Source: an optimization exercise on an open RTL-to-GDS flow (aim: a short achievable clock period and few clock cycles). Production flows keep margins and buffers that such runs may drop. In this exercise RTL edits were held to simulation tests only and were not proved equivalent to the original. Power is estimated from default activity; no workload was simulated.

===== flow/run.sh =====
#!/bin/bash
# synth_recipe.tcl (not shown) runs the flow's synth.tcl, then flattens the netlist and writes it again
# the make line also repeats each setting of config.mk as NAME=value (left out here)
make -C /OpenROAD-flow-scripts/flow DESIGN_CONFIG=/design/flow/config.mk WORK_HOME=/design/flow/orfs CLKGATE_MAP_FILE= SYNTH_SCRIPT=/design/flow/synth_recipe.tcl finish

===== flow/config.mk =====
export PLATFORM = sky130hd
export DESIGN_NAME = lc3b_core
export DESIGN_NICKNAME = lc3b_core
export VERILOG_FILES = /design/flow/design.v
export SDC_FILE = /design/flow/constraint.sdc
export NUM_CORES = 4
export LEC_CHECK = 0
export ABC_CLOCK_PERIOD_IN_PS = 2500
export CAP_MARGIN = 20
export CORE_MARGIN = 2
export CORE_UTILIZATION = 40
export SETUP_SLACK_MARGIN = 5
export SLEW_MARGIN = 20
export SYNTH_MEMORY_MAX_BITS = 8192
export TNS_END_PERCENT = 100

===== flow/design.v =====
package lc3b_pkg;
typedef union packed {
    struct packed {
        logic [3:0] opcode;
        logic [2:0] dr;
        logic [2:0] sr1;
        logic       imm;           
        logic [4:0] tail;          
    } opr;
    struct packed {
        logic [3:0] opcode;
        logic [2:0] dr;            
        logic [2:0] base;
        logic [5:0] offset6;
    } mem;
} lc3b_instr_t;
function automatic logic [2:0] lc3b_nzp(input logic [16-1:0] value);
    logic [2:0] cc;
    if (value[16-1])
        cc = 3'b100;
    else if (value == '0)
        cc = 3'b010;
    else
        cc = 3'b001;
    lc3b_nzp = cc;
endfunction
endpackage
`timescale 1ns/10ps
module lc3b_core
(
    input  logic                        clk,
    input  logic                        rst,
    input  logic                        instr_valid,
    input  logic [16-1:0]     instr,
    output logic                        instr_ready,
    output logic                        wb_valid,
    output logic [2:0]                  wb_dr,
    output logic [16-1:0]     wb_data,
    output logic [2:0]                  wb_cc
);
localparam int NB = 8;
function automatic logic [255:0] decode8(input logic [7:0] x);
    logic [15:0] l;
    logic [15:0] h;
    for (int k = 0; k < 16; k++)
    begin
        l[k] = (x[3:0] == 4'(k));
        h[k] = (x[7:4] == 4'(k));
    end
    for (int k = 0; k < 256; k++)
        decode8[k] = l[k & 15] && h[k >> 4];
endfunction
function automatic logic [15:0] mem_read(input logic [255:0][15:0] mem,
    input logic [NB*5-1:0] lo, input logic [2:0] hi);
    logic [NB-1:0][15:0] bank_out;
    logic [31:0][15:0] words;
    for (int b = 0; b < NB; b++)
    begin
        for (int j = 0; j < 32; j++)
            words[j] = mem[b * 32 + j];
        bank_out[b] = words[lo[b*5 +: 5]];
    end
    mem_read = bank_out[hi];
endfunction
function automatic logic [NB*5-1:0] bank_lo(input logic en, input logic [7:0] a);
    for (int b = 0; b < NB; b++)
        bank_lo[b*5 +: 5] = (en && a[7:5] == 3'(b)) ? a[4:0] : 5'd0;
endfunction
logic        ready_q;
logic [15:0] pc;
logic        q_v;
logic [1:0]  q_gap;             
logic [15:0] q_w;
logic [15:0] q_npc;
logic        q_wr;
logic        q_late;
logic        q_late2;
logic [1:0]  q_sp;              
logic        a_v, a_wr, a_late, a_late2, a_setcc;
logic [1:0]  a_sp;
logic [2:0]  a_dr;
logic        a_lea, a_ldr, a_ldi, a_str, a_sti;
logic [5:0]  a_op;
logic [3:0]  a_amt;
logic [7:0]  a_off;
logic [15:0] a_lea_val;
logic [15:0] a_x, a_y, a_s;
logic        a_x_f1, a_x_f2, a_x_f3, a_y_f1, a_y_f2, a_y_f3, a_s_f1, a_s_f2, a_s_f3;
logic        a_x_f0, a_y_f0, a_s_f0, a_x_r0, a_y_r0, a_s_r0, a_x_m0, a_y_m0, a_s_m0;
logic        a_x_r1, a_x_r2, a_y_r1, a_y_r2, a_s_r1, a_s_r2, a_s_m1, a_x_m1, a_y_m1;
logic        r_v, r_wr, r_late, r_late2, r_setcc;
logic [1:0]  r_sp;
logic [2:0]  r_dr;
logic        r_rd, r_ldi, r_str, r_sti;
logic [5:0]  r_op;
logic [3:0]  r_amt;
logic [15:0] r_res;
logic [15:0] r_x, r_y, r_s;
logic        r_x_r1, r_x_r2, r_y_r1, r_y_r2, r_s_r1, r_s_r2, r_s_m1, r_x_m1, r_y_m1;
logic        r_x_r0, r_y_r0, r_s_r0, r_x_m0, r_y_m0, r_s_m0;
logic [7:0]  r_off;
logic [NB*5-1:0] r_alo;
logic [2:0]  r_ahi;
logic [7:0]  r_raddr;
logic        m_v, m_wr, m_setcc, m_ldi, m_sti, m_st;
logic [2:0]  m_dr;
logic [15:0] m_res;
logic [15:0] m_s;
logic        m_s_m1;
logic        m_late2, m_x_m1, m_y_m1, m_x_m0, m_y_m0, m_s_m0;
logic [5:0]  m_op;
logic [3:0]  m_amt;
logic [15:0] m_x, m_y;
logic [7:0]  m_addr;
logic [NB*5-1:0] m_plo;
logic [2:0]  m_phi;
logic        w_v, w_wr, w_setcc;
logic [2:0]  w_dr;
logic [15:0] w_res;
logic [15:0] rf [8];
logic [7:0]  rf_zero;           
logic [255:0][15:0] dmem;
logic [3:0] i_op;
logic [2:0] i_dr, i_s1, i_s2;
logic       i_use2, i_alu, i_mem, i_st;
logic       i_m1_1, i_m2_1, i_m1_2, i_m2_2;
logic [1:0] i_ga1, i_ga2, i_gl1, i_gl2, i_ga, i_gl;
logic       i_str;
logic [1:0] i_gap;
logic       i_late;
logic       i_late2;
logic [1:0] i_sp;
logic       acc;
logic [1:0] gap_next;
assign i_op = instr[15:12];
assign i_dr = instr[11:9];
assign i_s1 = instr[8:6];
assign i_s2 = instr[2:0];
assign i_alu = (i_op == 4'b0001) || (i_op == 4'b0101)
            || (i_op == 4'b1001) || (i_op == 4'b1101);
assign i_use2 = ((i_op == 4'b0001) || (i_op == 4'b0101)) && !instr[5];
assign i_mem = (i_op == 4'b0110) || (i_op == 4'b1010)
            || (i_op == 4'b0111) || (i_op == 4'b1011);
assign i_st = (i_op == 4'b0111) || (i_op == 4'b1011);
assign i_str = (i_op == 4'b0111);
assign i_m1_1 = q_v && q_wr && q_w[11:9] == i_s1;
assign i_m2_1 = a_v && a_wr && a_dr == i_s1;
assign i_m1_2 = q_v && q_wr && q_w[11:9] == i_s2;
assign i_m2_2 = a_v && a_wr && a_dr == i_s2;
assign i_ga1 = i_m1_1 ? q_sp : ((i_m2_1 && a_sp == 2'd2) ? 2'd1 : 2'd0);
assign i_ga2 = !i_use2 ? 2'd0 : (i_m1_2 ? q_sp : ((i_m2_2 && a_sp == 2'd2) ? 2'd1 : 2'd0));
assign i_gl1 = (i_m1_1 && q_sp == 2'd2) ? 2'd1 : 2'd0;
assign i_gl2 = (i_use2 && i_m1_2 && q_sp == 2'd2) ? 2'd1 : 2'd0;
assign i_ga = (i_ga1 > i_ga2) ? i_ga1 : i_ga2;
assign i_gl = i_gl1 | i_gl2;
always_comb
begin
    i_late = 1'b0;
    i_late2 = 1'b0;
    i_gap = 2'd0;
    if (i_str)
        i_gap = i_gl1;
    else if (i_mem)
        i_gap = i_ga1;
    else if (i_alu && i_ga != 2'd0)
    begin
        if (i_gl == 2'd0)
            i_late = 1'b1;
        else
            i_late2 = 1'b1;
    end
    case (i_op)
        4'b0110: i_sp = 2'd1;
        4'b1010: i_sp = 2'd2;
        default:      i_sp = i_late2 ? 2'd2 : (i_late ? 2'd1 : 2'd0);
    endcase
end
assign instr_ready = ready_q;
assign acc = instr_valid && q_gap == 2'd0;
assign gap_next = (q_gap != 2'd0) ? q_gap - 2'd1 : (acc ? i_gap : 2'd0);
always_ff @(posedge clk)
begin
    if (rst)
    begin
        ready_q <= 1'b1;
        pc <= 16'h3000;
        q_v <= 1'b0;
        q_gap <= 2'd0;
    end
    else
    begin
        ready_q <= (gap_next == 2'd0);
        q_gap <= gap_next;
        if (q_gap == 2'd0)
        begin
            q_v <= acc;
            if (acc)
                pc <= pc + 16'd2;
        end
    end
end
always_ff @(posedge clk)
begin
    if (acc)
    begin
        q_w <= instr;
        q_npc <= pc + 16'd2;
        q_wr <= !i_st;
        q_late <= i_late;
        q_late2 <= i_late2;
        q_sp <= i_sp;
    end
end
logic        d_v;
logic [3:0]  d_op;
logic [2:0]  d_dr, d_s1, d_s2;
logic        d_use2;
logic [15:0] d_rx, d_ry, d_rs;
logic        w_wen;
assign d_v = q_v && q_gap == 2'd0;
assign d_op = q_w[15:12];
assign d_dr = q_w[11:9];
assign d_s1 = q_w[8:6];
assign d_s2 = q_w[2:0];
assign d_use2 = ((d_op == 4'b0001) || (d_op == 4'b0101)) && !q_w[5];
assign w_wen = w_v && w_wr;
function automatic logic [15:0] rf_read(input logic [2:0] r, input logic [15:0] rf0,
    input logic [15:0] rf1, input logic [15:0] rf2, input logic [15:0] rf3,
    input logic [15:0] rf4, input logic [15:0] rf5, input logic [15:0] rf6,
    input logic [15:0] rf7, input logic wv, input logic [2:0] wr, input logic [15:0] wd);
    logic [15:0] v;
    case (r)
        3'd0: v = rf0;
        3'd1: v = rf1;
        3'd2: v = rf2;
        3'd3: v = rf3;
        3'd4: v = rf4;
        3'd5: v = rf5;
        3'd6: v = rf6;
        default: v = rf7;
    endcase
    rf_read = (wv && wr == r) ? wd : v;
endfunction
logic [15:0] rfm [8];
always_comb
    for (int i = 0; i < 8; i++)
        rfm[i] = rf_zero[i] ? 16'd0 : rf[i];
assign d_rx = rf_read(d_s1, rfm[0], rfm[1], rfm[2], rfm[3], rfm[4], rfm[5], rfm[6], rfm[7], w_wen, w_dr, w_res);
assign d_ry = rf_read(d_s2, rfm[0], rfm[1], rfm[2], rfm[3], rfm[4], rfm[5], rfm[6], rfm[7], w_wen, w_dr, w_res);
assign d_rs = rf_read(d_dr, rfm[0], rfm[1], rfm[2], rfm[3], rfm[4], rfm[5], rfm[6], rfm[7], w_wen, w_dr, w_res);
logic d_k1x, d_k2x, d_k3x, d_k1y, d_k2y, d_k3y, d_k1s, d_k2s, d_k3s;
assign d_k1x = a_v && a_wr && a_dr == d_s1;
assign d_k2x = !d_k1x && r_v && r_wr && r_dr == d_s1;
assign d_k3x = !d_k1x && !d_k2x && m_v && m_wr && m_dr == d_s1;
assign d_k1y = a_v && a_wr && a_dr == d_s2;
assign d_k2y = !d_k1y && r_v && r_wr && r_dr == d_s2;
assign d_k3y = !d_k1y && !d_k2y && m_v && m_wr && m_dr == d_s2;
assign d_k1s = a_v && a_wr && a_dr == d_dr;
assign d_k2s = !d_k1s && r_v && r_wr && r_dr == d_dr;
assign d_k3s = !d_k1s && !d_k2s && m_v && m_wr && m_dr == d_dr;
logic d_x_f1, d_x_f2, d_x_f3, d_y_f1, d_y_f2, d_y_f3, d_s_f1, d_s_f2, d_s_f3;
logic d_x_r1, d_x_r2, d_y_r1, d_y_r2, d_s_r1, d_s_r2;
assign d_x_f1 = d_k1x && a_sp == 2'd0;
assign d_x_f2 = d_k2x && r_sp != 2'd2;
assign d_x_f3 = d_k3x;
assign d_y_f1 = d_use2 && d_k1y && a_sp == 2'd0;
assign d_y_f2 = d_use2 && d_k2y && r_sp != 2'd2;
assign d_y_f3 = d_use2 && d_k3y;
assign d_s_f1 = d_k1s && a_sp == 2'd0;
assign d_s_f2 = d_k2s && r_sp != 2'd2;
assign d_s_f3 = d_k3s;
assign d_x_r1 = d_k1x && a_sp != 2'd2;
assign d_x_r2 = d_k2x;
assign d_y_r1 = d_use2 && d_k1y && a_sp != 2'd2;
assign d_y_r2 = d_use2 && d_k2y;
assign d_s_r1 = d_k1s && a_sp != 2'd2;
assign d_s_r2 = d_k2s;
always_ff @(posedge clk)
begin
    if (rst)
        a_v <= 1'b0;
    else
        a_v <= d_v;
end
always_ff @(posedge clk)
begin
    a_wr <= q_wr;
    a_late <= q_late;
    a_late2 <= q_late2;
    a_sp <= q_sp;
    a_setcc <= (d_op != 4'b1110);
    a_dr <= d_dr;
    a_op[0] <= (d_op == 4'b0001);
    a_op[1] <= (d_op == 4'b0101);
    a_op[2] <= (d_op == 4'b1001);
    a_op[3] <= (d_op == 4'b1101) && !q_w[4];
    a_op[4] <= (d_op == 4'b1101) && q_w[4] && !q_w[5];
    a_op[5] <= (d_op == 4'b1101) && q_w[4] && q_w[5];
    a_lea <= (d_op == 4'b1110);
    a_ldr <= (d_op == 4'b0110);
    a_ldi <= (d_op == 4'b1010);
    a_str <= (d_op == 4'b0111);
    a_sti <= (d_op == 4'b1011);
    a_amt <= q_w[3:0];
    a_off <= {{2{q_w[5]}}, q_w[5:0]};
    a_lea_val <= q_npc + {{6{q_w[8]}}, q_w[8:0], 1'b0};
    a_x <= d_rx;
    a_y <= d_use2 ? d_ry : {{11{q_w[4]}}, q_w[4:0]};
    a_s <= d_rs;
    a_x_f1 <= d_x_f1;
    a_x_f2 <= d_x_f2;
    a_x_f3 <= d_x_f3;
    a_x_f0 <= !(d_x_f1 || d_x_f2 || d_x_f3);
    a_y_f1 <= d_y_f1;
    a_y_f2 <= d_y_f2;
    a_y_f3 <= d_y_f3;
    a_y_f0 <= !(d_y_f1 || d_y_f2 || d_y_f3);
    a_s_f1 <= d_s_f1;
    a_s_f2 <= d_s_f2;
    a_s_f3 <= d_s_f3;
    a_s_f0 <= !(d_s_f1 || d_s_f2 || d_s_f3);
    a_x_r1 <= d_x_r1;
    a_x_r2 <= d_x_r2;
    a_x_r0 <= !(d_x_r1 || d_x_r2);
    a_y_r1 <= d_y_r1;
    a_y_r2 <= d_y_r2;
    a_y_r0 <= !(d_y_r1 || d_y_r2);
    a_s_r1 <= d_s_r1;
    a_s_r2 <= d_s_r2;
    a_s_r0 <= !(d_s_r1 || d_s_r2);
    a_s_m1 <= d_k1s;
    a_s_m0 <= !d_k1s;
    a_x_m1 <= d_k1x;
    a_x_m0 <= !d_k1x;
    a_y_m1 <= d_use2 && d_k1y;
    a_y_m0 <= !(d_use2 && d_k1y);
end
function automatic logic [15:0] alu(input logic [5:0] sel, input logic [3:0] amt,
    input logic [15:0] x, input logic [15:0] y);
    alu = ({16{sel[0]}} & (x + y))
        | ({16{sel[1]}} & (x & y))
        | ({16{sel[2]}} & ~x)
        | ({16{sel[3]}} & (x << amt))
        | ({16{sel[4]}} & (x >> amt))
        | ({16{sel[5]}} & 16'($signed(x) >>> amt));
endfunction
function automatic logic [15:0] pick4(input logic [3:0] sel, input logic [15:0] v0,
    input logic [15:0] v1, input logic [15:0] v2, input logic [15:0] v3);
    pick4 = ({16{sel[0]}} & v0) | ({16{sel[1]}} & v1) | ({16{sel[2]}} & v2) | ({16{sel[3]}} & v3);
endfunction
logic [15:0] ax, ay, as_;
logic [15:0] a_alu;
logic [7:0]  a_wa;
assign ax  = pick4({a_x_f3, a_x_f2, a_x_f1, a_x_f0}, a_x, r_res, m_res, w_res);
assign ay  = pick4({a_y_f3, a_y_f2, a_y_f1, a_y_f0}, a_y, r_res, m_res, w_res);
assign as_ = pick4({a_s_f3, a_s_f2, a_s_f1, a_s_f0}, a_s, r_res, m_res, w_res);
assign a_wa = ax[8:1] + a_off;
assign a_alu = alu(a_op, a_amt, ax, ay);
always_ff @(posedge clk)
begin
    if (rst)
        r_v <= 1'b0;
    else
        r_v <= a_v;
end
always_ff @(posedge clk)
begin
    r_wr <= a_wr;
    r_late <= a_late;
    r_late2 <= a_late2;
    r_sp <= a_sp;
    r_setcc <= a_setcc;
    r_dr <= a_dr;
    r_op <= a_op;
    r_rd <= a_ldr || a_ldi || a_sti;
    r_ldi <= a_ldi;
    r_str <= a_str;
    r_sti <= a_sti;
    r_amt <= a_amt;
    r_res <= a_alu | ({16{a_lea}} & a_lea_val);
    r_x <= ax;
    r_y <= ay;
    r_s <= as_;
    r_x_r0 <= a_x_r0;
    r_y_r0 <= a_y_r0;
    r_s_r0 <= a_s_r0;
    r_x_m0 <= a_x_m0;
    r_y_m0 <= a_y_m0;
    r_s_m0 <= a_s_m0;
    r_x_r1 <= a_x_r1;
    r_x_r2 <= a_x_r2;
    r_y_r1 <= a_y_r1;
    r_y_r2 <= a_y_r2;
    r_s_r1 <= a_s_r1;
    r_s_r2 <= a_s_r2;
    r_s_m1 <= a_s_m1;
    r_x_m1 <= a_x_m1;
    r_y_m1 <= a_y_m1;
    r_off <= a_off;
    r_alo <= bank_lo(a_ldr || a_ldi || a_sti, a_wa);
    r_ahi <= a_wa[7:5];
    r_raddr <= a_wa;
end
logic [15:0] rx, ry, rs;
logic [15:0] r_alu;
logic [15:0] r_mrd;
logic [7:0]  r_addr;
logic [15:0] r_rdata;
logic [15:0] r_out;
logic [15:0] ms;
logic [7:0]  m_waddr;
logic        m_we;
assign rx = pick4({1'b0, r_x_r2, r_x_r1, r_x_r0}, r_x, m_res, w_res, 16'd0);
assign ry = pick4({1'b0, r_y_r2, r_y_r1, r_y_r0}, r_y, m_res, w_res, 16'd0);
assign rs = pick4({1'b0, r_s_r2, r_s_r1, r_s_r0}, r_s, m_res, w_res, 16'd0);
assign r_alu = alu(r_op, r_amt, rx, ry);
assign r_mrd = mem_read(dmem, r_alo, r_ahi);
assign r_addr = rx[8:1] + r_off;           
logic [255:0] m_wdec;
logic         r_hit;
assign m_wdec = decode8(m_waddr);
assign r_hit = m_we && m_waddr == r_raddr;
assign r_rdata = r_hit ? ms : r_mrd;
assign r_out = r_late ? r_alu : (r_rd ? r_rdata : r_res);
always_ff @(posedge clk)
begin
    if (rst)
        m_v <= 1'b0;
    else
        m_v <= r_v;
end
always_ff @(posedge clk)
begin
    m_wr <= r_wr;
    m_setcc <= r_setcc;
    m_dr <= r_dr;
    m_ldi <= r_ldi;
    m_sti <= r_sti;
    m_st <= r_str || r_sti;
    m_res <= r_out;
    m_s <= rs;
    m_s_m1 <= r_s_m1;
    m_late2 <= r_late2;
    m_x_m0 <= r_x_m0;
    m_y_m0 <= r_y_m0;
    m_s_m0 <= r_s_m0;
    m_x_m1 <= r_x_m1;
    m_y_m1 <= r_y_m1;
    m_op <= r_op;
    m_amt <= r_amt;
    m_x <= rx;
    m_y <= ry;
    m_addr <= r_addr;
    m_plo <= bank_lo(r_ldi, r_rdata[8:1]);
    m_phi <= r_rdata[8:6];
end
logic [15:0] m_mrd;
assign ms = pick4({2'b0, m_s_m1, m_s_m0}, m_s, w_res, 16'd0, 16'd0);
logic [15:0] mx, my;
logic [15:0] m_alu;
assign mx = pick4({2'b0, m_x_m1, m_x_m0}, m_x, w_res, 16'd0, 16'd0);
assign my = pick4({2'b0, m_y_m1, m_y_m0}, m_y, w_res, 16'd0, 16'd0);
assign m_alu = alu(m_op, m_amt, mx, my);
assign m_we = m_v && m_st;
assign m_waddr = m_sti ? m_res[8:1] : m_addr;
assign m_mrd = mem_read(dmem, m_plo, m_phi);
always_ff @(posedge clk)
begin
    for (int k = 0; k < 256; k++)
        if (m_we && m_wdec[k])
            dmem[k] <= ms;
end
always_ff @(posedge clk)
begin
    if (rst)
        w_v <= 1'b0;
    else
        w_v <= m_v;
end
always_ff @(posedge clk)
begin
    w_wr <= m_wr;
    w_setcc <= m_setcc;
    w_dr <= m_dr;
    w_res <= m_ldi ? m_mrd : (m_late2 ? m_alu : m_res);
end
always_ff @(posedge clk)
begin
    if (rst)
        rf_zero <= 8'hff;
    else if (w_wen)
        rf_zero[w_dr] <= 1'b0;
end
always_ff @(posedge clk)
begin
    if (w_wen)
        rf[w_dr] <= w_res;
end
always_ff @(posedge clk)
begin
    if (rst)
    begin
        wb_valid <= 1'b0;
        wb_cc <= 3'b010;
    end
    else
    begin
        wb_valid <= w_wen;
        if (w_wen && w_setcc)
            wb_cc <= lc3b_pkg::lc3b_nzp(w_res);
    end
end
always_ff @(posedge clk)
begin
    if (w_wen)
    begin
        wb_dr <= w_dr;
        wb_data <= w_res;
    end
end
endmodule

===== flow/constraint.sdc =====
create_clock -name core_clock -period 8.0 [get_ports {clk}]
set_input_delay 1.6000 -clock core_clock [delete_from_list [all_inputs] [get_ports {clk}]]
set_output_delay 1.6000 -clock core_clock [all_outputs]
set_load 0.01 [all_outputs]

==> impl_results.md, run 1 <==
* Status: finished clean
* Nets at 13.2k
* Largest family of logic cells by synthesized area: multiplexers
* Fin crit share at 0.473
* Antenna-violating nets left at 0
* HP Class: reg -> reg
* DR WL/cell at 40.4 um
* Via count at 141k
* Relative slew margins at 0.189
* Clk network pwr share at 0.428
* Worst path slowest cell: dfxtp_4
* Crit path largest cell delay at 0.85 ns
* Setup violators final at 0
* Worst EP required at 8.93 ns
* R2R depth at 7
* Total wire length at 848 mm
* Fmax at 0.264 GHz
* Sequential element share of the synthesized area at 0.616
* Synth Flop Type: edfxtp_1
* Area leader, netlist: edfxtp_1
* PwrDens at 213 nW/um2
* Max-slew violation count at 0
* Cts bufs inserted at 532
* Effective utilization at floorplan at 0.402
* Synth Warn # at 2
* GRT Util Overall at 0.293
* Clk Latency, worst-skew pair at 1.10 ns
* I/O pin count at 43
* Vias in the first global route at 139k
* Multiplexer share of the synthesized area at 0.272
* RSZ-0062 raised after global routing: yes
* Switching power at 14700 uW
* Peak supply drop at 0.000226 V
* Clk sinks at 4743
* Most used routing layer: met2
* Worst Hold Depth at 0
* CORE AREA at 557000 um2
* Slew at the pin closest to its max-slew limit at 1.22 ns
* Placed Area at 235000 um2
* Synth area leaders: edfxtp_1, mux4_2, dfxtp_1
* Fin crit period at 3.79 ns
* FP Rows at 274
* Crit-path cells: clkinv_2, nand3_1, o22a_4, o221ai_4, o31ai_4, o31a_1, o41ai_1
* HPWL Detailed at 495 mm
* M2 GR Usage at 0.447
* Critical path endpoint category: register
* Compound-Gate Fraction of Synth Area at 0.0423
* Switching Fraction at 0.255
* Arrival time worst endpoint at 4.72 ns
* R2r endpoint: w_res[15]
* Top cell type's share of synthesized area at 0.574
* Max_cap viols at 0
* Root Buffer: clkbuf_16
* Area Overhead vs Synth at 21.4%
* Hold Vio Cnt, Final at 0
* Share of cells above drive strength 1 at 0.429
* Startpoint types: register
* DR vias/cell at 6.69
* Number of enable flip-flop cells after synthesis at 4279
* Flop and latch count out of synthesis at 4743
* Die height at 752 um
* Largest net degree at the start of global routing at 197
* Clk pin slew, worst setup/hold paths at 0.07 ns
* Chip width at 752 um
* Mean post-synth cell area at 18.5 um2
* Leakage at 0.0840 uW
* Mapped cell area at 224000 um2
* Port bufs at 42
* Hold-fix buffers, CTS at 0
* Hold path endpoint: r_s_r1
* XOR/XNOR share of the synthesized area at 0.00529
* DIE AREA at 565000 um2
* Max Root-Sink Buffers at 4
* Setup TNS Final at 0 ns
* Fin Clk Skew at 0.0617 ns
* Max FO, Critical Path at 23
* Reg2reg setup slack at 4.21 ns
* Synth Area in Simple Gates at 0.0359
* Routability cong. at 0.959
* Detailed Routing Iterations Pass 1 at 13
* 1st-iter DRT viols at 23.0k
* Initial antenna violation count at 41
* Post-Syn Instances at 12.1k
* Count of different cell masters after synthesis at 106
* Final instance area at 272000 um2
* Clock H-tree levels at 6
* Launch point of the worst reg-to-reg path: m_phi[2]
* Async SR Flop Fraction at 0
* Int Pwr at 43200 uW
* Worst hold start: a_s_r1
* First-pass GRT wire length at 1150 mm
* Grt total ovfl at 0
* Syn Nets at 12.2k
* CTS tree: built
* GR Util met1 at 0.376
* Synth Area in Adders at 0.00524
* Comb pwr share at 0.097
* Grt met3 use at 0.0903
* Residual DRC count at 0
* WS Path Type: reg -> reg
* Reg power frac at 0.474
-- cell type report --
type	instances	area, um2
sequential	4743	138000
multi-input combinational	6219	87400
tap	7452	9320
clock inverter	311	3490
timing repair inverter	4	25.0
clock buffer	663	14100
inverter	167	677
timing repair buffer	1416	18400
fill	44990	286000
antenna	31	77.6
-- sequential cells by signal (all words and copies together), names as in the netlist, 40 cells and up --
register / count
dmem: 4096
rf: 128
m_plo: 40
r_alo: 40
-- through the flow --
step	power [uW]	setup slack (ns)	util	cells	hold WS [ns]
after floorplan	30000	4.49	-	12064	0.310
after global placement	32100	2.26	0.421	19049	0.311
after detailed placement	32100	2.57	0.421	19053	0.314
after CTS	57500	4.46	0.480	20720	0.322
after global routing	59100	4.38	0.487	20984	0.330
final	57900	4.21	0.487	21006	0.318
-- power by group through the flow --
stage	registers [uW]	clock network, uW	logic, uW
after global routing	27400	26000	5660
after global placement	28000	0	4060
after detailed placement	28000	0	4110
final	27500	24800	5640
after floorplan	27800	0	2220
after CTS	27400	25000	5090
-- layer usage --
metal | up-vias | routed length [um]
met5 | - | 287
met2 | 10293 | 382000
met4 | 22 | 57600
li1 | 53402 | -
met3 | 2170 | 109000
met1 | 74678 | 299000
-- synth_stat cells (34+ instances only) --
master and number:
a211oi_1 78, a21oi_1 251, a221oi_1 35, a222oi_1 63
a22o_1 69, a22oi_1 188, buf_1 88, buf_2 213
buf_4 69, buf_6 46, clkbuf_1 506, dfxtp_1 464
edfxtp_1 4279, ha_1 84, inv_1 153, mux2_2 68
mux2i_1 310, mux4_1 40, mux4_2 2481, nand2_1 464
nand2b_1 103, nand3_1 121, nand4_1 34, nor2_1 617
nor2b_1 101, nor3_1 100, o21ai_0 230, o22ai_1 94
xnor2_1 83, xor2_1 52
-- placed cells by master, fill, tap and decap left out, types with 188 or more instances in the layout --
| master | instances |
|---|---|
| a21oi_1 | 204 |
| buf_12 | 313 |
| buf_4 | 754 |
| clkbuf_16 | 564 |
| dfxtp_1 | 344 |
| edfxtp_1 | 4279 |
| mux2i_1 | 188 |
| mux4_2 | 2486 |
| nand2_1 | 405 |
| nor2_1 | 272 |
| nor2_4 | 244 |
| o21ai_0 | 194 |
-- logic make-up (layout without fill, tap and decap cells) --
kind of cell,count (synthesis),count (layout)
simple gates,1735,1737
buf+inv,1108,2561
xor+xnor,135,135
flops,4743,4743
compound gates,1352,1356
other cells,0,31
fa+ha+maj,90,90
mux,2901,2901
-- worst max-delay path by stage --
stage                end  startpoint
2_1_floorplan    q_sp[0]    instr[1]
3_3_place_gp   m_plo[10]   r_alo[21]
3_5_place_dp    m_res[9]   r_alo[30]
4_1_cts        m_res[14]    m_res[0]
5_1_grt        w_res[15]    m_phi[2]
6_report       w_res[15]    m_phi[2]
-- worst max-delay path: cells and delay by family (launching register included) --
kind | cells | cell delay [ns]
AOI/OAI and AO/OA | 5 | 1.20
DFF | 1 | 0.85
buffers and inverters | 1 | 0.82
and+or+nand+nor | 1 | 0.73
-- what timing repair did --
action	4_1_cts	5_1_grt
setup buffers	619	223
resized for setup	1283	308
cloned	74	25
pin swaps	358	164
endpoints found under the setup margin	6674	1232
Testbench counts, summed over its fixed seeds: cycles 27,252.
==> inputs of run 2 (changes only) <==
--- a/flow/design.v
+++ b/flow/design.v
@@ -51,16 +51,21 @@
         decode8[k] = l[k & 15] && h[k >> 4];
 endfunction
 function automatic logic [15:0] mem_read(input logic [255:0][15:0] mem,
-    input logic [NB*5-1:0] lo, input logic [2:0] hi);
-    logic [NB-1:0][15:0] bank_out;
+    input logic [NB*5-1:0] lo, input logic [NB-1:0] sel);
     logic [31:0][15:0] words;
+    logic [15:0] v;
+    v = '0;
     for (int b = 0; b < NB; b++)
     begin
         for (int j = 0; j < 32; j++)
             words[j] = mem[b * 32 + j];
-        bank_out[b] = words[lo[b*5 +: 5]];
+        v = v | ({16{sel[b]}} & words[lo[b*5 +: 5]]);
     end
-    mem_read = bank_out[hi];
+    mem_read = v;
+endfunction
+function automatic logic [NB-1:0] bank_sel(input logic en, input logic [7:0] a);
+    for (int b = 0; b < NB; b++)
+        bank_sel[b] = en && a[7:5] == 3'(b);
 endfunction
 function automatic logic [NB*5-1:0] bank_lo(input logic en, input logic [7:0] a);
     for (int b = 0; b < NB; b++)
@@ -100,7 +105,7 @@
 logic        r_x_r0, r_y_r0, r_s_r0, r_x_m0, r_y_m0, r_s_m0;
 logic [7:0]  r_off;
 logic [NB*5-1:0] r_alo;
-logic [2:0]  r_ahi;
+logic [NB-1:0] r_bsel;
 logic [7:0]  r_raddr;
 logic        m_v, m_wr, m_setcc, m_ldi, m_sti, m_st;
 logic [2:0]  m_dr;
@@ -113,7 +118,7 @@
 logic [15:0] m_x, m_y;
 logic [7:0]  m_addr;
 logic [NB*5-1:0] m_plo;
-logic [2:0]  m_phi;
+logic [NB-1:0] m_bsel;
 logic        w_v, w_wr, w_setcc;
 logic [2:0]  w_dr;
 logic [15:0] w_res;
@@ -398,7 +403,7 @@
     r_y_m1 <= a_y_m1;
     r_off <= a_off;
     r_alo <= bank_lo(a_ldr || a_ldi || a_sti, a_wa);
-    r_ahi <= a_wa[7:5];
+    r_bsel <= bank_sel(a_ldr || a_ldi || a_sti, a_wa);
     r_raddr <= a_wa;
 end
 logic [15:0] rx, ry, rs;
@@ -413,15 +418,15 @@
 assign rx = pick4({1'b0, r_x_r2, r_x_r1, r_x_r0}, r_x, m_res, w_res, 16'd0);
 assign ry = pick4({1'b0, r_y_r2, r_y_r1, r_y_r0}, r_y, m_res, w_res, 16'd0);
 assign rs = pick4({1'b0, r_s_r2, r_s_r1, r_s_r0}, r_s, m_res, w_res, 16'd0);
-assign r_alu = alu(r_op, r_amt, rx, ry);
-assign r_mrd = mem_read(dmem, r_alo, r_ahi);
+assign r_alu = alu(r_op & {6{r_late}}, r_amt, rx, ry);
+assign r_mrd = mem_read(dmem, r_alo, r_bsel);
 assign r_addr = rx[8:1] + r_off;           
 logic [255:0] m_wdec;
 logic         r_hit;
 assign m_wdec = decode8(m_waddr);
 assign r_hit = m_we && m_waddr == r_raddr;
 assign r_rdata = r_hit ? ms : r_mrd;
-assign r_out = r_late ? r_alu : (r_rd ? r_rdata : r_res);
+assign r_out = r_alu | pick4({1'b0, r_rd && r_hit, r_rd && !r_hit, !r_late && !r_rd}, r_res, r_mrd, ms, 16'd0);
 always_ff @(posedge clk)
 begin
     if (rst)
@@ -452,7 +457,7 @@
     m_y <= ry;
     m_addr <= r_addr;
     m_plo <= bank_lo(r_ldi, r_rdata[8:1]);
-    m_phi <= r_rdata[8:6];
+    m_bsel <= bank_sel(r_ldi, r_rdata[8:1]);
 end
 logic [15:0] m_mrd;
 assign ms = pick4({2'b0, m_s_m1, m_s_m0}, m_s, w_res, 16'd0, 16'd0);
@@ -463,7 +468,7 @@
 assign m_alu = alu(m_op, m_amt, mx, my);
 assign m_we = m_v && m_st;
 assign m_waddr = m_sti ? m_res[8:1] : m_addr;
-assign m_mrd = mem_read(dmem, m_plo, m_phi);
+assign m_mrd = mem_read(dmem, m_plo, m_bsel);
 always_ff @(posedge clk)
 begin
     for (int k = 0; k < 256; k++)
==> run 2 against run 1 <==
Against the previous run:
- final area down 1.5%
- sequential share of layout area is 0.88 points higher
- still clean on timing, DRC and antenna
- power fell by 4.2%
==> impl_results.md, run 2 <==
* Commonest non-fill, non-tap cells in the layout: edfxtp_1, mux4_2, buf_4
* Fin crit share at 0.475 (+0.00230)
* Clk pin slew, worst setup/hold paths at 0.06 ns (about the same)
* Cts bufs inserted at 530 (-0.38%)
* Switching Fraction at 0.237 (-0.0177)
* Synth area leaders: edfxtp_1, mux4_2, dfxtp_1
* Int Pwr at 42300 uW (-1.9%)
* Effective utilization at floorplan at 0.401 (-0.000927)
* Clk sinks at 4756 (+0.27%)
* Antenna-violating nets left at 0 (unchanged)
* Area Overhead vs Synth at 20.1%
* HP Class: reg -> reg
* Setup TNS Final at 0 ns (unchanged)
* Post-Syn Instances at 12.0k (-0.84%)
* Clock H-tree levels at 6 (unchanged)
* Max Root-Sink Buffers at 4 (unchanged)
* Max FO, Critical Path at 17 (-26%)
* Clk Latency, worst-skew pair at 1.13 ns (+0.03 ns)
* Via count at 138k (-1.5%)
* Routability cong. at 0.961 (+0.22%)
* Relative slew margins at 0.178 (-0.0111)
* Total wire length at 828 mm (-2.4%)
* Clk network pwr share at 0.444 (+0.016)
* Max reg flops at 4096 (unchanged)
* HPWL Detailed at 484 mm (-2.3%)
* Residual DRC count at 0 (unchanged)
* Sequential element share of the synthesized area at 0.620 (+0.00412)
* WS Path Type: reg -> reg
* DR vias/cell at 6.66 (-0.43%)
* Initial antenna violation count at 42 (+2.4%)
* Vias in the first global route at 137k (-1.3%)
* Placed Area at 234000 um2 (-0.15%)
* Switching power at 13100 uW (-11%)
* Startpoint types: register
* Final instance area at 267000 um2 (-1.5%)
* Count of different cell masters after synthesis at 93 (-12%)
* CORE AREA at 556000 um2 (-0.25%)
* Hold Vio Cnt, Final at 0 (unchanged)
* Nets at 13.0k (-1.7%)
* Status: finished clean
* Setup violators final at 0 (unchanged)
* Synth Flop Type: edfxtp_1
* Worst Hold Depth at 0 (unchanged)
* Port bufs at 42 (unchanged)
* Area leader, netlist: edfxtp_1
* Max_cap viols at 0 (unchanged)
* Fin Clk Skew at 0.0686 ns (+0.00693 ns)
* Leakage at 0.0821 uW (-2.3%)
* RSZ-0062 raised after global routing: yes
* Commonest non-fill, non-tap cell in the layout: edfxtp_1
* 1st-iter DRT viols at 23.0k (-0.17%)
* Comb pwr share at 0.061 (-0.036)
* Most flops, register: dmem
* Arrival time worst endpoint at 4.67 ns (-0.05 ns)
* Mean post-synth cell area at 18.6 um2 (+0.36%)
* Detailed Routing Iterations Pass 1 at 10 (-3)
* Die height at 750 um (-0.24%)
* Worst EP required at 8.87 ns (-0.06 ns)
* First-pass GRT wire length at 1120 mm (-2.1%)
* Reg area at 138000 um2 (+0.16%)
* Largest net degree at the start of global routing at 195 (-1.0%)
* CTS tree: built
* Mapped cell area at 223000 um2 (-0.48%)
* Flop and latch count out of synthesis at 4756 (+0.27%)
* Async SR Flop Fraction at 0 (unchanged)
* Syn Nets at 12.1k (-0.84%)
* GRT Util Overall at 0.287 (-0.00650)
* Fin crit period at 3.80 ns (+0.0184 ns)
* Peak supply drop at 0.000230 V (+1.7%)
* Slew at the pin closest to its max-slew limit at 1.23 ns (+0.0142 ns)
* Share of cells above drive strength 1 at 0.426 (-0.00322)
* Top cell type's share of synthesized area at 0.577 (+0.00275)
* Top cells by count, synth: edfxtp_1, mux4_2, nor2_1
* Max-slew violation count at 0 (unchanged)
* Filler instances at 45.0k (+0.080%)
* Multi-input logic area at 84900 um2 (-2.8%)
* Synth Warn # at 2 (unchanged)
* Number of enable flip-flop cells after synthesis at 4279 (unchanged)
* Critical path endpoint category: register
* DR WL/cell at 39.9 um (-1.3%)
* I/O pin count at 43 (unchanged)
* Most frequent cell after synthesis: edfxtp_1
* Top flop regs: dmem: 4096 flops, rf: 128 flops
* Hold-fix buffers, CTS at 0 (unchanged)
* Chip width at 750 um (-0.24%)
* Fmax at 0.263 GHz (-0.48%)
* FP Rows at 274 (unchanged)
* DIE AREA at 563000 um2 (-0.47%)
* Reg power frac at 0.494 (+0.020)
* PwrDens at 208 nW/um2 (-2.7%)
* Grt total ovfl at 0 (unchanged)
* Root Buffer: clkbuf_16
* R2R depth at 7 (unchanged)
## run 2: cell types whose count changed after synthesis, moves of 49 or more
| cell | previous run | this run |
|---|---|---|
| buf_1 | 88 | 179 |
| mux2i_1 | 310 | 169 |
| nand2_1 | 464 | 514 |
| nor2_1 | 617 | 566 |
| clkbuf_1 | 506 | 555 |
| buf_2 | 213 | 132 |
| a22oi_1 | 188 | 253 |
| mux2_2 | 68 | 202 |
## run 2: cell families after synthesis
family,count (synthesis),share of synthesized area
AOI/OAI and AO/OA,1346,0.0425
xor gates and xnor gates,137,0.00539
adders and majority gates,89,0.00520
buffers and inverters,1075,0.0204
DFF,4756,0.620
muxes,2879,0.272
and+or+nand+nor,1681,0.0348
## run 2: through the flow
stage               cells   util  total power (uW)  hold slack, ns  setup slack [ns]
CTS                 20538  0.474             55400           0.279              4.34
floorplan           11963      -             29300           0.310              4.50
global placement    19024  0.421             30500           0.312              1.53
finish              20773  0.481             55500           0.276              4.20
detailed placement  19031  0.422             30500           0.312              2.63
global route        20753  0.481             56700           0.295              4.28
## run 2: timing repair
item / 4_1_cts / 5_1_grt
cloned: 86 / 23
pin swaps: 250 / 184
resized for setup: 1018 / 347
buffers inserted: 456 / 190
setup endpoints to repair: 6371 / 1077
hold endpoints to repair: 0 / 0
## run 2: critical path, stage by stage (launching register included)
cell and delay, ns:
dfxtp_4 0.66, mux4_2 0.39, mux2i_2 0.28, o22ai_2 0.13, nor4_4 0.68, nand4_1 0.30
o31ai_4 0.76, nand4_1 0.34
## run 2: power by group through the flow
| stage | Combinational, uW | Sequential, uW | Clock, uW |
|---|---|---|---|
| after floorplan | 1460 | 27900 | 0 |
| after global placement | 2520 | 28000 | 0 |
| after detailed placement | 2570 | 28000 | 0 |
| after CTS | 3060 | 27400 | 24900 |
| after global routing | 3480 | 27400 | 25800 |
| final | 3410 | 27400 | 24700 |
## run 2: final timing paths
path | startpoint | endpoint | slack [ns]
max | r_alo[7] | m_res[7] | 4.20
min | a_x_r0 | r_x_r0 | 0.28
max reg2reg | r_alo[7] | m_res[7] | 4.20
min reg2reg | a_x_r0 | r_x_r0 | 0.28
## run 2: area by class of cell
type,instances,area share
antenna,22,0.000206
clock buffer,666,0.0532
clock inverter,299,0.0121
inverter,150,0.00239
multi-input combinational,6141,0.318
sequential,4756,0.517
tap,7452,0.0349
timing repair buffer,1282,0.0619
timing repair inverter,5,0.000328
## run 2: layer usage
metal / GRT usage / wire length, um / up-vias
met5: 0.00374 / 310 / -
met3: 0.0766 / 99100 / 1943
met4: 0.153 / 54400 / 14
met2: 0.438 / 377000 / 9760
li1: - / - / 52835
met1: 0.375 / 298000 / 73856
Testbench counts of run 2, summed over its fixed seeds: cycles 27,252.
==> inputs of run 3 (changes only) <==
--- a/flow/design.v
+++ b/flow/design.v
@@ -96,7 +96,7 @@
 logic        r_v, r_wr, r_late, r_late2, r_setcc;
 logic [1:0]  r_sp;
 logic [2:0]  r_dr;
-logic        r_rd, r_ldi, r_str, r_sti;
+logic        r_rd, r_ldi, r_str, r_sti, r_ldr2;
 logic [5:0]  r_op;
 logic [3:0]  r_amt;
 logic [15:0] r_res;
@@ -112,7 +112,7 @@
 logic [15:0] m_res;
 logic [15:0] m_s;
 logic        m_s_m1;
-logic        m_late2, m_x_m1, m_y_m1, m_x_m0, m_y_m0, m_s_m0;
+logic        m_late2, m_x_m1, m_y_m1, m_x_m0, m_y_m0, m_s_m0, m_rd2, m_alu2;
 logic [5:0]  m_op;
 logic [3:0]  m_amt;
 logic [15:0] m_x, m_y;
@@ -131,6 +131,7 @@
 logic       i_m1_1, i_m2_1, i_m1_2, i_m2_2;
 logic [1:0] i_ga1, i_ga2, i_gl1, i_gl2, i_ga, i_gl;
 logic       i_str;
+logic       i_ldr;
 logic [1:0] i_gap;
 logic       i_late;
 logic       i_late2;
@@ -148,6 +149,7 @@
             || (i_op == 4'b0111) || (i_op == 4'b1011);
 assign i_st = (i_op == 4'b0111) || (i_op == 4'b1011);
 assign i_str = (i_op == 4'b0111);
+assign i_ldr = (i_op == 4'b0110);
 assign i_m1_1 = q_v && q_wr && q_w[11:9] == i_s1;
 assign i_m2_1 = a_v && a_wr && a_dr == i_s1;
 assign i_m1_2 = q_v && q_wr && q_w[11:9] == i_s2;
@@ -165,6 +167,11 @@
     i_gap = 2'd0;
     if (i_str)
         i_gap = i_gl1;
+    else if (i_ldr && i_ga1 != 2'd0)
+    begin
+        i_late2 = 1'b1;
+        i_gap = i_gl1;
+    end
     else if (i_mem)
         i_gap = i_ga1;
     else if (i_alu && i_ga != 2'd0)
@@ -175,7 +182,7 @@
             i_late2 = 1'b1;
     end
     case (i_op)
-        4'b0110: i_sp = 2'd1;
+        4'b0110: i_sp = i_late2 ? 2'd2 : 2'd1;
         4'b1010: i_sp = 2'd2;
         default:      i_sp = i_late2 ? 2'd2 : (i_late ? 2'd1 : 2'd0);
     endcase
@@ -377,7 +384,8 @@
     r_setcc <= a_setcc;
     r_dr <= a_dr;
     r_op <= a_op;
-    r_rd <= a_ldr || a_ldi || a_sti;
+    r_rd <= (a_ldr && !a_late2) || a_ldi || a_sti;
+    r_ldr2 <= a_ldr && a_late2;
     r_ldi <= a_ldi;
     r_str <= a_str;
     r_sti <= a_sti;
@@ -402,8 +410,8 @@
     r_x_m1 <= a_x_m1;
     r_y_m1 <= a_y_m1;
     r_off <= a_off;
-    r_alo <= bank_lo(a_ldr || a_ldi || a_sti, a_wa);
-    r_bsel <= bank_sel(a_ldr || a_ldi || a_sti, a_wa);
+    r_alo <= bank_lo((a_ldr && !a_late2) || a_ldi || a_sti, a_wa);
+    r_bsel <= bank_sel((a_ldr && !a_late2) || a_ldi || a_sti, a_wa);
     r_raddr <= a_wa;
 end
 logic [15:0] rx, ry, rs;
@@ -440,6 +448,8 @@
     m_setcc <= r_setcc;
     m_dr <= r_dr;
     m_ldi <= r_ldi;
+    m_rd2 <= r_ldi || r_ldr2;
+    m_alu2 <= r_late2 && !r_ldr2;
     m_sti <= r_sti;
     m_st <= r_str || r_sti;
     m_res <= r_out;
@@ -456,8 +466,8 @@
     m_x <= rx;
     m_y <= ry;
     m_addr <= r_addr;
-    m_plo <= bank_lo(r_ldi, r_rdata[8:1]);
-    m_bsel <= bank_sel(r_ldi, r_rdata[8:1]);
+    m_plo <= bank_lo(r_ldi, r_rdata[8:1]) | bank_lo(r_ldr2, r_addr);
+    m_bsel <= bank_sel(r_ldi, r_rdata[8:1]) | bank_sel(r_ldr2, r_addr);
 end
 logic [15:0] m_mrd;
 assign ms = pick4({2'b0, m_s_m1, m_s_m0}, m_s, w_res, 16'd0, 16'd0);
@@ -487,7 +497,7 @@
     w_wr <= m_wr;
     w_setcc <= m_setcc;
     w_dr <= m_dr;
-    w_res <= m_ldi ? m_mrd : (m_late2 ? m_alu : m_res);
+    w_res <= m_rd2 ? m_mrd : (m_alu2 ? m_alu : m_res);
 end
 always_ff @(posedge clk)
 begin
==> run 3 against run 2 <==
Against the previous run:
- synthesized cell count fell by 0.26%
- via count fell by 0.78%
- clock power fell by 2%
- critical endpoint is now w_res[11]
- largest power group unchanged
==> impl_results.md, run 3 <==
* Effective utilization at floorplan at 0.402 (+0.00110)
* Synth Warn # at 2 (unchanged)
* Max FO, Critical Path at 10 (-7)
* GRT Util Overall at 0.283 (-0.00347)
* Mapped cell area at 222000 um2 (-0.21%)
* Clk pin slew, worst setup/hold paths at 0.07 ns (about the same)
* Peak supply drop at 0.000262 V (+14%)
* Largest net degree at the start of global routing at 255 (+31%)
* Initial antenna violation count at 50 (+19%)
* Most flops, register: dmem
* Max Root-Sink Buffers at 4 (unchanged)
* Slew at the pin closest to its max-slew limit at 1.24 ns (+0.00811 ns)
* Launch point of the worst reg-to-reg path: m_plo[35]
* Clk Latency, worst-skew pair at 1.10 ns (-0.03 ns)
* Synth Flop Type: edfxtp_1
* Critical path endpoint category: register
* Status: finished clean
* DR WL/cell at 39.5 um (-0.83%)
* Async SR Flop Fraction at 0 (unchanged)
* Compound-Gate Fraction of Synth Area at 0.0437 (+0.00123)
* Placed Area at 234000 um2 (-0.24%)
* Multiplexer share of the synthesized area at 0.272 (about the same)
* Root Buffer: clkbuf_16
* Crit path top cell by count: mux4_2
* R2R depth at 9 (+2)
* CORE AREA at 553000 um2 (-0.49%)
* Worst Hold Depth at 0 (unchanged)
* Hold-fix buffers, CTS at 0 (unchanged)
* Final instance area at 268000 um2 (+0.14%)
* Max-slew violation count at 0 (unchanged)
* HPWL Detailed at 486 mm (+0.50%)
* Die height at 749 um (-0.11%)
* WS Path Type: reg -> reg
* Commonest non-fill, non-tap cells in the layout: edfxtp_1, mux4_2, buf_4
* Synth Area in Adders at 0.00527 (+0.0000675)
* Relative slew margins at 0.174 (-0.00372)
* Grt total ovfl at 0 (unchanged)
* Area Overhead vs Synth at 20.5%
* Filler instances at 44.5k (-1.1%)
* Fin crit period at 3.84 ns (+0.0324 ns)
* Hold Vio Cnt, Final at 0 (unchanged)
* Antenna-violating nets left at 0 (unchanged)
* Worst path slowest cell: mux4_2
* Cts bufs inserted at 523 (-1.3%)
* XOR/XNOR share of the synthesized area at 0.00564 (+0.000248)
* Vias in the first global route at 137k (+0.23%)
* Max_cap viols at 0 (unchanged)
* Arrival time worst endpoint at 4.77 ns (+0.10 ns)
* Clk sinks at 4757 (+0.021%)
* Via count at 137k (-0.78%)
* Port bufs at 42 (unchanged)
* Synth Area in Simple Gates at 0.0322 (-0.00261)
* Post-Syn Instances at 11.9k (-0.26%)
* Top cell type's share of synthesized area at 0.578 (+0.00124)
* Flop and latch count out of synthesis at 4757 (+0.021%)
* Largest family of logic cells by synthesized area: multiplexers
* Share of cells above drive strength 1 at 0.435 (+0.00848)
* Startpoint types: register
* DIE AREA at 561000 um2 (-0.21%)
* Number of enable flip-flop cells after synthesis at 4279 (unchanged)
* Crit-path cells: buf_12, bufbuf_16, mux4_2, mux4_2, mux2_4, a22oi_2, nand4_1, nand2_1, o31ai_1
* I/O pin count at 43 (unchanged)
* Total wire length at 814 mm (-1.7%)
* Area leader, netlist: edfxtp_1
* First-pass GRT wire length at 1110 mm (-1.1%)
* R2r endpoint: w_res[11]
* Synth area leaders: edfxtp_1, mux4_2, dfxtp_1
* Detailed Routing Iterations Pass 1 at 10 (unchanged)
* Top cells by count, synth: edfxtp_1, mux4_2, nor2_1
* Top flop regs: dmem: 4096 flops, rf: 128 flops
* Top delay family on crit path: multiplexers
* Syn Nets at 12.0k (-0.25%)
* Commonest non-fill, non-tap cell in the layout: edfxtp_1
* DR vias/cell at 6.67 (about the same)
* Reg2reg setup slack at 4.16 ns (-0.03 ns)
* Nets at 13.0k (+0.085%)
* Worst hold start: r_x_m1
* 1st-iter DRT viols at 22.0k (-4.1%)
* CTS tree: built
* HP Class: reg -> reg
* Layout Utilization at 0.484 (+0.00304)
* Most frequent cell after synthesis: edfxtp_1
* Mean post-synth cell area at 18.6 um2 (about the same)
* Max reg flops at 4096 (unchanged)
* Chip width at 749 um (-0.11%)
* Setup TNS Final at 0 ns (unchanged)
* Sequential element share of the synthesized area at 0.621 (+0.00142)
* Routability cong. at 0.959 (-0.17%)
* CP Buf/Inv Count at 2 (+2)
* Clock H-tree levels at 6 (unchanged)
* Count of different cell masters after synthesis at 83 (-11%)
* Fmax at 0.261 GHz (-0.84%)
* RSZ-0062 raised after global routing: yes
* Setup violators final at 0 (unchanged)
* Worst EP required at 8.94 ns (+0.07 ns)
* Crit path largest cell delay at 0.55 ns (-0.21 ns)
* Fin Clk Skew at 0.0773 ns (+0.00869 ns)
* Leakage at 0.0831 uW (+1.3%)
* Residual DRC count at 0 (unchanged)
* PwrDens at 205 nW/um2 (-1.0%)
* Hold path endpoint: m_x_m1
* FP Rows at 273 (-0.36%)
* Fin crit share at 0.480 (+0.00405)
==> run 3: cell count changes in the layout (fill, tap and decap cells not counted), sizes merged, moves of 25 or more <==
cell / previous run / this run
a21oi: 214 / 258
mux2: 203 / 228
clkinv: 230 / 204
buf: 1217 / 1269
nor3: 106 / 62
o221ai: 26 / 51
nand2: 516 / 409
nor2b: 93 / 124
o22ai: 77 / 106
==> run 3: worst reg2reg max path, delay by kind of cell (launching register included) <==
kind                   cells  cell delay (ns)
AOI/OAI and AO/OA          2             0.56
buffers and inverters      2             0.55
DFF                        1             0.36
muxes                      3             1.42
and+or+nand+nor            2             0.80
==> run 3: worst max path at each step <==
| stage | slack [ns] | cells after the start | from | to |
|---|---|---|---|---|
| CTS | 4.41 | 9 | m_plo[5] | w_res[9] |
| finish | 4.16 | 9 | m_plo[35] | w_res[11] |
| global route | 4.30 | 11 | m_plo[5] | w_res[7] |
| global placement | 1.48 | 11 | r_alo[35] | m_plo[3] |
| detailed placement | 2.35 | 10 | r_alo[26] | m_plo[25] |
| floorplan | 4.32 | 11 | instr[6] | q_sp[1] |
==> run 3: through the flow <==
stage / total power, uW / worst slack, ns / hold WS [ns] / std cells
finish: 55000 / 4.16 / 0.307 / 20596
global route: 56200 / 4.30 / 0.321 / 20581
CTS: 54900 / 4.41 / 0.305 / 20391
detailed placement: 30600 / 2.35 / 0.312 / 18806
global placement: 30500 / 1.48 / 0.312 / 18802
floorplan: 29300 / 4.32 / 0.310 / 11932
==> run 3: layer usage <==
metal | track usage | share of wire | vias to the layer above
li1 | - | - | 52753
met1 | 0.358 | 0.35 | 72595
met2 | 0.431 | 0.45 | 9724
met3 | 0.0860 | 0.12 | 2228
met4 | 0.170 | 0.074 | 26
met5 | 0.00170 | 0.00046 | -
==> run 3: cell families after synthesis <==
logic type,count (synthesis)
muxes,2886
AOI/OAI and AO/OA,1409
xor gates and xnor gates,143
adders and majority gates,90
buffers and inverters,1092
DFF,4757
and+or+nand+nor,1555
==> run 3: cell type report <==
cell class | count | area [um2] | share of cell area
diodes | 21 | 52.6 | 0.000196
clock buffers | 665 | 14000 | 0.0522
clock inverters | 272 | 3070 | 0.0115
inverters | 165 | 686 | 0.00256
multi-input cells | 6087 | 85600 | 0.320
flip-flops and latches | 4757 | 138000 | 0.517
well taps | 7287 | 9120 | 0.0341
repair buffers | 1335 | 16800 | 0.0629
repair inverters | 7 | 40.0 | 0.000150
==> run 3: where the power goes <==
part | total, uW | internal, uW | leakage (uW) | switching, uW
sequential | 27500 | 27200 | 0.0438 | 212
combinational | 3380 | 1130 | 0.0311 | 2250
clock | 24200 | 13600 | 0.00826 | 10500
==> run 3: repair_timing <==
action,CTS,global route
setup buffers,553,166
pin swaps,318,233
resized for setup,1211,302
endpoints found under the setup margin,5292,1026
cloned,95,12
Testbench counts of run 3, summed over its fixed seeds: cycles 26,789.
==> inputs of run 4 (changes only) <==
--- a/flow/config.mk
+++ b/flow/config.mk
@@ -8,7 +8,7 @@
 export ABC_CLOCK_PERIOD_IN_PS = 2500
 export CAP_MARGIN = 20
 export CORE_MARGIN = 2
-export CORE_UTILIZATION = 40
+export CORE_UTILIZATION = 55
 export SETUP_SLACK_MARGIN = 5
 export SLEW_MARGIN = 20
 export SYNTH_MEMORY_MAX_BITS = 8192
==> run 4 against run 3 <==
Against the previous run:
- hold slack gained 0.016 ns
- area after synthesis is the same
- register-to-register slack lost 0.07 ns
- clock skew shrank 0.030 ns
- global-route usage grew 11 points
- cell count shrank 10%
- power shrank 1.2%
- sequential share of layout area grew 1.2 points
- sequential power is essentially flat
- combinational power shrank 4%
- setup slack lost 0.070 ns
==> impl_results.md, run 4 <==
* Mean post-synth cell area at 18.6 um2 (unchanged)
* Async SR Flop Fraction at 0 (unchanged)
* Overall power at 54300 uW (-1.2%)
* Cts bufs inserted at 530 (+1.3%)
* Largest net degree at the start of global routing at 257 (+0.78%)
* Crit-path cells: buf_12, buf_16, mux4_2, mux2i_4, o32ai_1, nor3_1, nand4_1, nand4b_1, mux2_4, or2_4, buf_6, o22ai_1
* Fmax at 0.256 GHz (-1.8%)
* Hold Vio Cnt, Final at 0 (unchanged)
* Peak supply drop at 0.000265 V (+1.3%)
* Max_cap viols at 0 (unchanged)
* Hold Slack at 0.323 ns (+0.0165 ns)
* Max FO, Critical Path at 19 (+9)
* Via count at 137k (+0.12%)
* Syn Nets at 12.0k (unchanged)
* FP Rows at 233 (-15%)
* Setup violators final at 0 (unchanged)
* Fin crit share at 0.488 (+0.00873)
* Filler instances at 27.1k (-39%)
* Final instance area at 262000 um2 (-2.2%)
* 1st-iter DRT viols at 21.9k (-0.46%)
* Clk pin slew, worst setup/hold paths at 0.06 ns (about the same)
* Arrival time worst endpoint at 4.89 ns (+0.12 ns)
* Cells after DPL at 16.8k (-10%)
* Post-Syn Instances at 11.9k (unchanged)
* DR WL/cell at 43.6 um (+10%)
* Grt total ovfl at 0 (unchanged)
* Clock H-tree levels at 6 (unchanged)
* Clk sinks at 4757 (unchanged)
* Sequential element share of the synthesized area at 0.621 (unchanged)
* Status: finished clean
* WS Path Type: reg -> reg
* Largest family of logic cells by synthesized area: multiplexers
* Placed Area at 231000 um2 (-0.99%)
* Port bufs at 42 (unchanged)
* CTS tree: built
* Worst EP required at 8.99 ns (+0.05 ns)
* Vias in the first global route at 134k (-2.0%)
* Top flop regs: dmem: 4096 flops, rf: 128 flops
* Synth Area in Adders at 0.00527 (unchanged)
* Effective utilization at floorplan at 0.552 (+0.150)
* DIE AREA at 409000 um2 (-27%)
* PwrDens at 208 nW/um2 (+1.1%)
* Max reg flops at 4096 (unchanged)
* Relative slew margins at 0.159 (-0.0149)
* Antenna-violating nets left at 0 (unchanged)
* Most flops, register: dmem
* Fin crit period at 3.91 ns (+0.0698 ns)
* First-pass GRT wire length at 1090 mm (-1.6%)
* Top cells by count, synth: edfxtp_1, mux4_2, nor2_1
* Routability cong. at 0.983 (+2.4%)
* Clk Latency, worst-skew pair at 1.08 ns (-0.02 ns)
* Crit path largest cell delay at 0.56 ns (about the same)
* Residual DRC count at 0 (unchanged)
* DR vias/cell at 7.44 (+12%)
* Most frequent cell after synthesis: edfxtp_1
* HPWL Detailed at 476 mm (-2.0%)
* Max Root-Sink Buffers at 4 (unchanged)
* Chip width at 640 um (-15%)
* Max-slew violation count at 0 (unchanged)
* Root Buffer: clkbuf_16
* Post-route insts no fill at 18.5k (-10%)
* Synth Flop Type: edfxtp_1
* Slew at the pin closest to its max-slew limit at 1.26 ns (+0.0223 ns)
* Top cell type's share of synthesized area at 0.578 (unchanged)
* Detailed Routing Iterations Pass 1 at 12 (+2)
* Compound-Gate Fraction of Synth Area at 0.0437 (unchanged)
* RSZ-0062 raised after global routing: yes
* Commonest non-fill, non-tap cells in the layout: edfxtp_1, mux4_2, buf_4
* Die height at 640 um (-15%)
* Startpoint types: register
* Initial antenna violation count at 38 (-24%)
* Commonest non-fill, non-tap cell in the layout: edfxtp_1
* Area Overhead vs Synth at 17.8%
* XOR/XNOR share of the synthesized area at 0.00564 (unchanged)
* Synth area leaders: edfxtp_1, mux4_2, dfxtp_1
* Fin Clk Skew at 0.0475 ns (-0.0298 ns)
* I/O pin count at 43 (unchanged)
* Mapped cell area at 222000 um2 (unchanged)
* Multiplexer share of the synthesized area at 0.272 (unchanged)
* GRT Util Overall at 0.391 (+0.108)
* Critical path endpoint category: register
* Share of cells above drive strength 1 at 0.422 (-0.0127)
* Synth Area in Simple Gates at 0.0322 (unchanged)
* Nets at 12.9k (-0.82%)
* HP Class: reg -> reg
* Area leader, netlist: edfxtp_1
* Worst path slowest cell: mux4_2
* Total wire length at 806 mm (-1.1%)
* Flop and latch count out of synthesis at 4757 (unchanged)
* Synth Warn # at 2 (unchanged)
* Leakage at 0.0818 uW (-1.6%)
* CORE AREA at 402000 um2 (-27%)
* Setup TNS Final at 0 ns (unchanged)
* Number of enable flip-flop cells after synthesis at 4279 (unchanged)
* Count of different cell masters after synthesis at 83 (unchanged)
-- run 4: cell type report --
cell class                      count  area, um2  share of cell area
Timing Repair Buffer             1220      15200              0.0580
Sequential cell                  4757     138000               0.529
Clock inverter                    237       2050             0.00782
Timing Repair inverter              6       32.5            0.000124
Multi-Input combinational cell   6089      84400               0.322
Inverter                          165        674             0.00258
Antenna cell                       22       55.1            0.000210
Clock buffer                      689      14400              0.0551
Tap cell                         5287       6620              0.0253
-- run 4: where the power goes --
group / internal (uW) / total [uW] / switching [uW]
clock network: 13500 / 23700 / 10100
registers: 27200 / 27500 / 207
logic: 1020 / 3230 / 2210
-- run 4: what timing repair did --
item | 4_1_cts | 5_1_grt
cloned | 74 | 19
endpoints found under the setup margin | 5464 | 1744
pin swaps | 252 | 146
resized for setup | 979 | 322
buffers inserted | 432 | 155
hold buffers | 0 | 0
-- run 4: cells by family after synthesis --
family,Yosys count
xor gates and xnor gates,143
buffers and inverters,1092
muxes,2886
DFF,4757
adders and majority gates,90
AOI/OAI and AO/OA,1409
and+or+nand+nor,1555
-- run 4: per-stage QoR --
stage	util	worst slack (ns)
2_1_floorplan	-	4.32
3_3_place_gp	0.575	2.56
3_5_place_dp	0.575	2.56
4_1_cts	0.642	4.19
5_1_grt	0.650	4.22
6_report	0.651	4.09
-- run 4: per-layer routing --
| layer | wire length, um | track usage | vias up | part of all wire |
|---|---|---|---|---|
| li1 | - | - | 52558 | - |
| met1 | 286000 | 0.529 | 72941 | 0.36 |
| met2 | 364000 | 0.582 | 9957 | 0.45 |
| met3 | 103000 | 0.112 | 2003 | 0.13 |
| met4 | 51400 | 0.206 | 34 | 0.064 |
| met5 | 397 | 0.00295 | - | 0.00049 |
-- run 4: path summary, 6_finish.rpt --
path / start / slack (ns) / depth (start not counted) / end
hold / removal: a_y_m0 / 0.32 / 0 / r_y_m0
setup / recovery: r_alo[25] / 4.09 / 12 / m_plo[21]
setup reg to reg: r_alo[25] / 4.09 / 12 / m_plo[21]
hold reg to reg: a_y_m0 / 0.32 / 0 / r_y_m0
-- run 4: critical path, delay by kind of cell (launching register included) --
family	cells	cell delay, ns
multiplexers	3	1.30
AO/OA/AOI/OAI	2	0.27
AND/OR/NAND/NOR	4	1.28
buffers and inverters	3	0.55
flip-flops	1	0.38

==> static timing again, ports no longer ideal <==
No port has a modelled driver above. Below, the same layouts with a new extraction and two added sets of constraints. Step 1 sets driving cells, clkbuf_16 on the clock port and buf_2 on the other inputs (assumed; they add their load-dependent delay and slew). Step 2 moves the port delays by t, midway between the first and last clock arrival at a register: inputs arrive t later, outputs are due t later. That takes back most of the time a late clock gives input paths. Three values: ideal ports, drivers, drivers and shift; two values: the first two.
run | shift t [ns] | setup slack, ns | worst setup path at the end | slew at the worst register clock pin (ns) | worst slew at a driven data input, ns
run 1 | 1.214 | 4.215 / 4.215 / 3.946 | input to register | 0.07 / 0.07 | 0.06
run 2 | 1.228 | 4.196 / 4.196 / 3.882 | input to register | 0.07 / 0.07 | 0.06
run 3 | 1.212 | 4.164 / 4.164 / 3.886 | input to register | 0.07 / 0.07 | 0.07
run 4 | 1.171 | 4.094 / 4.094 / 3.991 | input to register | 0.07 / 0.07 | 0.06
After both steps every run listed still meets setup and hold. The setup slack of run 2, which loses most, moves by 0.000 ns with the drivers and by -0.314 ns with both steps.
